This is an optimization exercise on Yosys and OpenROAD, whose aim is a short achievable clock period and few clock cycles, not a production implementation.
Only simulation tests tie the RTL to the original design; equivalence was not proved.
Power is estimated from default activity; no workload was simulated.

### flow/config.mk
export PLATFORM = sky130hd
export DESIGN_NAME = mem_ctrl
export DESIGN_NICKNAME = mem_ctrl
export VERILOG_FILES = /design/flow/design.v
export SDC_FILE = /design/flow/constraint.sdc
export NUM_CORES = 4
export LEC_CHECK = 0
export CAP_MARGIN = 20
export CORE_MARGIN = 2
export CORE_UTILIZATION = 45
export SLEW_MARGIN = 20
export SYNTH_MEMORY_MAX_BITS = 8192
### flow/constraint.sdc
create_clock -name core_clock -period 5.0 [get_ports {clk}]
set_input_delay 1.0000 -clock core_clock [delete_from_list [all_inputs] [get_ports {clk}]]
set_output_delay 1.0000 -clock core_clock [all_outputs]
set_load 0.01 [all_outputs]
### flow/design.v
package mem_pkg;
    typedef enum logic [1:0] {
        MNONE    = 2'b00,
        MREAD    = 2'b01,
        MWRITE   = 2'b10,
        MILLEGAL = 2'b11
    } mem_cmd_e;
    localparam logic [8:0] LED_ADDR_DEF = 9'h100;
    localparam logic [8:0] SW_ADDR_DEF  = 9'h140;
endpackage
module ram_sp #(
    parameter int DEPTH = 256,
    parameter int AW    = 8
) (
    input  logic          clk,
    input  logic          we,
    input  logic [AW-1:0] waddr,
    input  logic [15:0]   wdata,
    input  logic [AW-1:0] raddr,
    output logic [15:0]   rdata
);
    logic [15:0] mem [DEPTH];
    always_ff @(posedge clk) begin
        if (we) begin
            mem[waddr] <= wdata;
        end
    end
    assign rdata = mem[raddr];
endmodule
module mem_ctrl
#(
    parameter int         RAM_WORDS   = 256,
    parameter int         WAIT_STATES = 0,
    parameter logic [8:0] LED_ADDR    = mem_pkg::LED_ADDR_DEF,
    parameter logic [8:0] SW_ADDR     = mem_pkg::SW_ADDR_DEF
) (
    input  logic        clk,
    input  logic        reset,
    input  logic [1:0]  mem_cmd,
    input  logic [8:0]  mem_addr,
    input  logic [15:0] write_data,
    output logic [15:0] read_data,
    output logic        mem_ready,
    input  logic [7:0]  sw,
    output logic [7:0]  led,
    output logic        bus_err
);
    logic        is_rd, is_wr, is_ill;
    logic        dec_ram, dec_led, dec_sw;
    logic        access_err;
    logic [7:0]  sw_meta_reg, sw_sync_reg;
    logic [7:0]  led_reg;
    logic        err_reg;
    logic [15:0] ram_rdata;
    assign is_rd  = (mem_cmd == mem_pkg::MREAD);
    assign is_wr  = (mem_cmd == mem_pkg::MWRITE);
    assign is_ill = (mem_cmd == mem_pkg::MILLEGAL);
    assign dec_ram    = !mem_addr[8];
    assign dec_led    = (mem_addr == LED_ADDR);
    assign dec_sw     = (mem_addr == SW_ADDR);
    assign access_err = !(dec_ram || dec_led || (dec_sw && is_rd));
    always_ff @(posedge clk or negedge reset) begin
        if (!reset) begin
            sw_meta_reg <= 8'd0;
            sw_sync_reg <= 8'd0;
        end else begin
            sw_meta_reg <= sw;
            sw_sync_reg <= sw_meta_reg;
        end
    end
    always_ff @(posedge clk or negedge reset) begin
        if (!reset) begin
            led_reg <= 8'd0;
            err_reg <= 1'b0;
        end else begin
            if (is_ill || ((is_rd || is_wr) && access_err)) begin
                err_reg <= 1'b1;
            end
            if (is_wr && dec_led) begin
                led_reg <= write_data[7:0];
            end
        end
    end
    ram_sp #(
        .DEPTH (RAM_WORDS),
        .AW    (8)
    ) u_ram (
        .clk   (clk),
        .we    (is_wr && dec_ram),
        .waddr (mem_addr[7:0]),
        .wdata (write_data),
        .raddr (mem_addr[7:0]),
        .rdata (ram_rdata)
    );
    always_comb begin
        if (dec_ram)      read_data = ram_rdata;
        else if (dec_led) read_data = {8'd0, led_reg};
        else if (dec_sw)  read_data = {8'd0, sw_sync_reg};
        else              read_data = 16'd0;
    end
    assign mem_ready = (is_rd || is_wr) && reset;
    assign led       = led_reg;
    assign bus_err   = err_reg;
endmodule
### flow/run.sh
#!/bin/bash
# synth_recipe.tcl (not shown) runs the flow's synth.tcl, then flattens the netlist and writes it again
# the make line also repeats each setting of config.mk as NAME=value (left out here)
make -C /OpenROAD-flow-scripts/flow DESIGN_CONFIG=/design/flow/config.mk WORK_HOME=/design/flow/orfs CLKGATE_MAP_FILE= SYNTH_SCRIPT=/design/flow/synth_recipe.tcl finish
==> notes.md <==
status finished with violations; Failing Checks negative setup slack; Hold WC Path Type reg2reg; crit path max-delay cell type mux4_2; pwr/cell area 385 nW/µm²; Core Area approximately 350,000 µm²; DRC violations left 0; largest net degree at the start of global routing 166; dpl cell area 175,000 µm²; CP bufs+invs 7; asr flop ratio synth 0.00607; layout cell share with drive strength beyond 1 0.358; sequential area share after synthesis 0.777; # nets final 8,805; GRT Resource Usage Total 0.277; routability congestion estimate between 0.9 and 1; worst-margin pin slew 1.20 ns; Die ar. 358,000 µm²; post-DR wirelength/cell 36.0 µm; Logic pwr share 0.064; drt pass-1 iters 6; chip height 599 µm; clock root buffer clkbuf_16; switch share 0.219; Routed met3 length a little over 50 mm; Routed Antenna Nets 0; P&R area growth vs syn 21.0%; Leakage 62.7 nW; Int Power a little under 60 mW; Setup CP Type in2out; maxcap violations 0; Clock Path Buffers 4; crit-path max cell delay 0.61 ns; worst path required time 4.00 ns; Worst-Skew Late Latency around 1 ns; Top reg by flops u_ram.mem; Worst path top cell family by delay buffers and inverters; Tmin final slightly above 5 ns; Vias/cell 6.20; cells along the critical path buf_16 -> buf_16 -> buf_16 -> buf_4 -> buf_4 -> mux4_2 -> mux4_2 -> nand2_4 -> a41oi_2 -> buf_4 -> a311o_2 -> buf_6; final period utilization 1.01; Slew Viols, Final 0; routed wl met2 231 mm; predominant post-synthesis flop cell edfxtp_1; # clock sinks 4,121; max reg flops a little over 4,000; clk_skew roughly 0.0047 ns; CTS tree done; Max FO, Critical Path 7; Post-Syn Instances ~7,400; H-tree levels 5; Slew headroom 0.198; first-pass GRT wire length 687 mm; Num CTS Buffers 416; clock group share of total power 0.423; Warnings, synthesis 2; number of port buffers 62; VDD IR max 0.341 mV; initial DRC count 12,300; setup TNS -0.206 ns; WHS 0.355 ns; Ports 63; Setup violations, final 7; Seq pwr share 0.514; Unique masters post-synth between 70 and 80; fmax 198 MHz; GRT overflow 0; post-DP HPWL 323 mm; RSZ-0062 raised after global routing yes; syn nets 7,410; Cell Area, Synth 159,000 µm²; # rows 218; Yosys reg bits 4,121; top sig layer met5; Final Cell Area 192,000 µm²; initial antenna violation count 21; Avg Synthesized Cell Area 21.6 µm²; crit end category primary output; metal1 wirelength 191 mm; Post-synth EDFFs ~4,100; Final Routed Wirelength 499 mm; Die Span X roughly 600 µm; NetSw 16.2 mW; # hold bufs at CTS 0; min setup slack post-route -0.0494 ns; Worst EP arrival 4.05 ns; Initial Utilization 0.452; Final Hold Viols 0; critical path launch point type primary input; vias in the first global route between 80,000 and 90,000; fillers 26,600; routed vias 86,000; clock transition at the registers of the reported paths 0.06 ns
==> power groups by stage <==
stage          registers, mW  clock network, mW  logic (mW)
6_report                38.0               31.3        4.73
4_1_cts                 38.0               31.6        4.61
2_1_floorplan           38.7                  0        1.75
5_1_grt                 38.0               33.0        4.84
3_3_place_gp            38.7                  0        4.19
3_5_place_dp            38.7                  0        4.25
==> Yosys cell counts, types with 7 or more instances <==
cell type  number  area (µm²)
nor2_1        352        1320
a211oi_1       41         308
a21oi_1       115         576
nand4_1        29         181
a41oi_1         7        61.3
o22ai_1        38         238
dfrtp_1        25         626
a311oi_1       11        96.3
o2111ai_1      16         140
nor3_1         32         160
a31oi_1        27         169
a22oi_1       182        1370
o21ai_0        50         250
mux2i_1       316        3160
buf_4          52         390
nand3_1       102         510
nor4_1         23         144
nand2_1       225         845
o221ai_1       15         131
o311a_1         8        80.1
a221oi_1       20         175
a22o_1         39         342
or3_1           9        56.3
and2_1          9        56.3
o32ai_1         8        70.1
buf_6          68         766
a32oi_1        10        87.6
nor2b_1        21         131
mux4_2        906       20400
buf_2         124         621
o211ai_1       25         188
and3_1         10        62.6
buf_1          33         124
o31ai_1        10        75.1
edfxtp_1     4096      123000
buf_8           7         105
clkbuf_1      151         567
a2111oi_0      20         175
mux2_2         54         608
inv_1           7        26.3
nand2b_1        8        50.1
==> area by class of cell <==
| class | instances | area, µm² | share of cell area |
|---|---|---|---|
| Sequential cell | 4121 | 124000 | 0.642 |
| Multi-Input combinational cell | 2800 | 34700 | 0.180 |
| Timing Repair Buffer | 1414 | 14500 | 0.0754 |
| Clock buffer | 509 | 10900 | 0.0567 |
| Tap cell | 4730 | 5920 | 0.0308 |
| Clock inverter | 269 | 2730 | 0.0142 |
| Inverter | 12 | 60.1 | 0.000312 |
| Antenna cell | 10 | 25.0 | 0.000130 |
==> final timing paths <==
kind	from	end	slack [ns]	cells after the start
setup / recovery	mem_addr[0]	read_data[9]	-0.05	12
hold / removal	sw_meta_reg[6]	sw_sync_reg[6]	0.36	0
setup reg to reg	led_reg[7]	led_reg[7]	4.19	1
hold reg to reg	sw_meta_reg[6]	sw_sync_reg[6]	0.36	0
max in group asynchronous	reset	sw_sync_reg[3]	4.38	2
min in group asynchronous	reset	sw_meta_reg[3]	0.38	2
==> per-layer routing <==
metal | GRT usage | up-vias
met4 | 0.123 | 4
li1 | - | 33900
met2 | 0.428 | 4831
met1 | 0.379 | 46300
met5 | 0 | -
met3 | 0.0632 | 965
==> cells in the final DEF, fill, tap and decap left out, types with 29 or more instances in the layout <==
cell and count:
edfxtp_1 4096, buf_4 1061, mux4_2 906, clkbuf_16 423
mux2i_1 302, nor2_1 269, nand2_1 216, buf_12 201
a22oi_1 151, a21oi_1 102, nand3_1 95, clkinv_2 94
clkinv_1 92, clkbuf_1 86, nor2_2 75, mux2_2 54
bufinv_16 47, buf_6 41, o21ai_0 38, o22ai_1 36
a211oi_1 34, a22oi_2 31, buf_16 31, nand4_1 29
a22o_1 29
==> per-stage QoR <==
stage | util | setup WS (ns) | cells | total power [mW]
after floorplan | - | 0.928 | 7370 | 40.5
after global placement | 0.496 | -3.09 | 12900 | 42.9
after detailed placement | 0.497 | -1.35 | 12900 | 43.0
after CTS | 0.545 | -0.138 | 13800 | 74.3
after global routing | 0.546 | -0.0443 | 13900 | 75.8
final | 0.547 | -0.0494 | 13900 | 74.0
==> logic make-up after synthesis <==
family / synth area share
adder cells (fa/ha/maj): 0.000236
AO/OA/AOI/OAI: 0.0299
buffers and inverters: 0.0166
multiplexers: 0.152
flip-flops: 0.777
AND/OR/NAND/NOR: 0.0240
==> what timing repair did <==
action | 4_1_cts | 5_1_grt
setup endpoints to repair | 16 | 15
gates cloned | 19 | 0
pin swaps | 60 | 48
buffers inserted | 102 | 30
resized for setup | 385 | 97
Testbench counts, summed over its fixed seeds: cycles 3,200.

[what the ideal ports hide]
Ports are ideal in the flow. The routed layout listed here was re-timed in OpenROAD. Step 1 (the two cells are an assumption about what drives the block):
set clk [get_ports {clk}]
set_driving_cell -lib_cell sky130_fd_sc_hd__clkbuf_16 $clk
set_driving_cell -lib_cell sky130_fd_sc_hd__buf_2 [delete_from_list [all_inputs] $clk]
Step 2 moves the port delays by t, midway between the first and last clock arrival at a register: inputs arrive t later, outputs are due t later. That takes back most of the time a late clock gives input paths. Slacks: ideal / step 1 / step 2; pairs: ideal / step 1.
t, ns: 1.079
slack for setup (ns): -0.049 / -0.302 / -0.302
worst hold slack (ns): 0.355 / 0.293 / 0.355
worst register clock-pin slew, ns: 0.07 / 0.07
worst data-port slew with drivers (ns): 0.27
For this run, drivers alone change the setup slack by -0.253 ns; drivers and shift together by -0.253 ns.
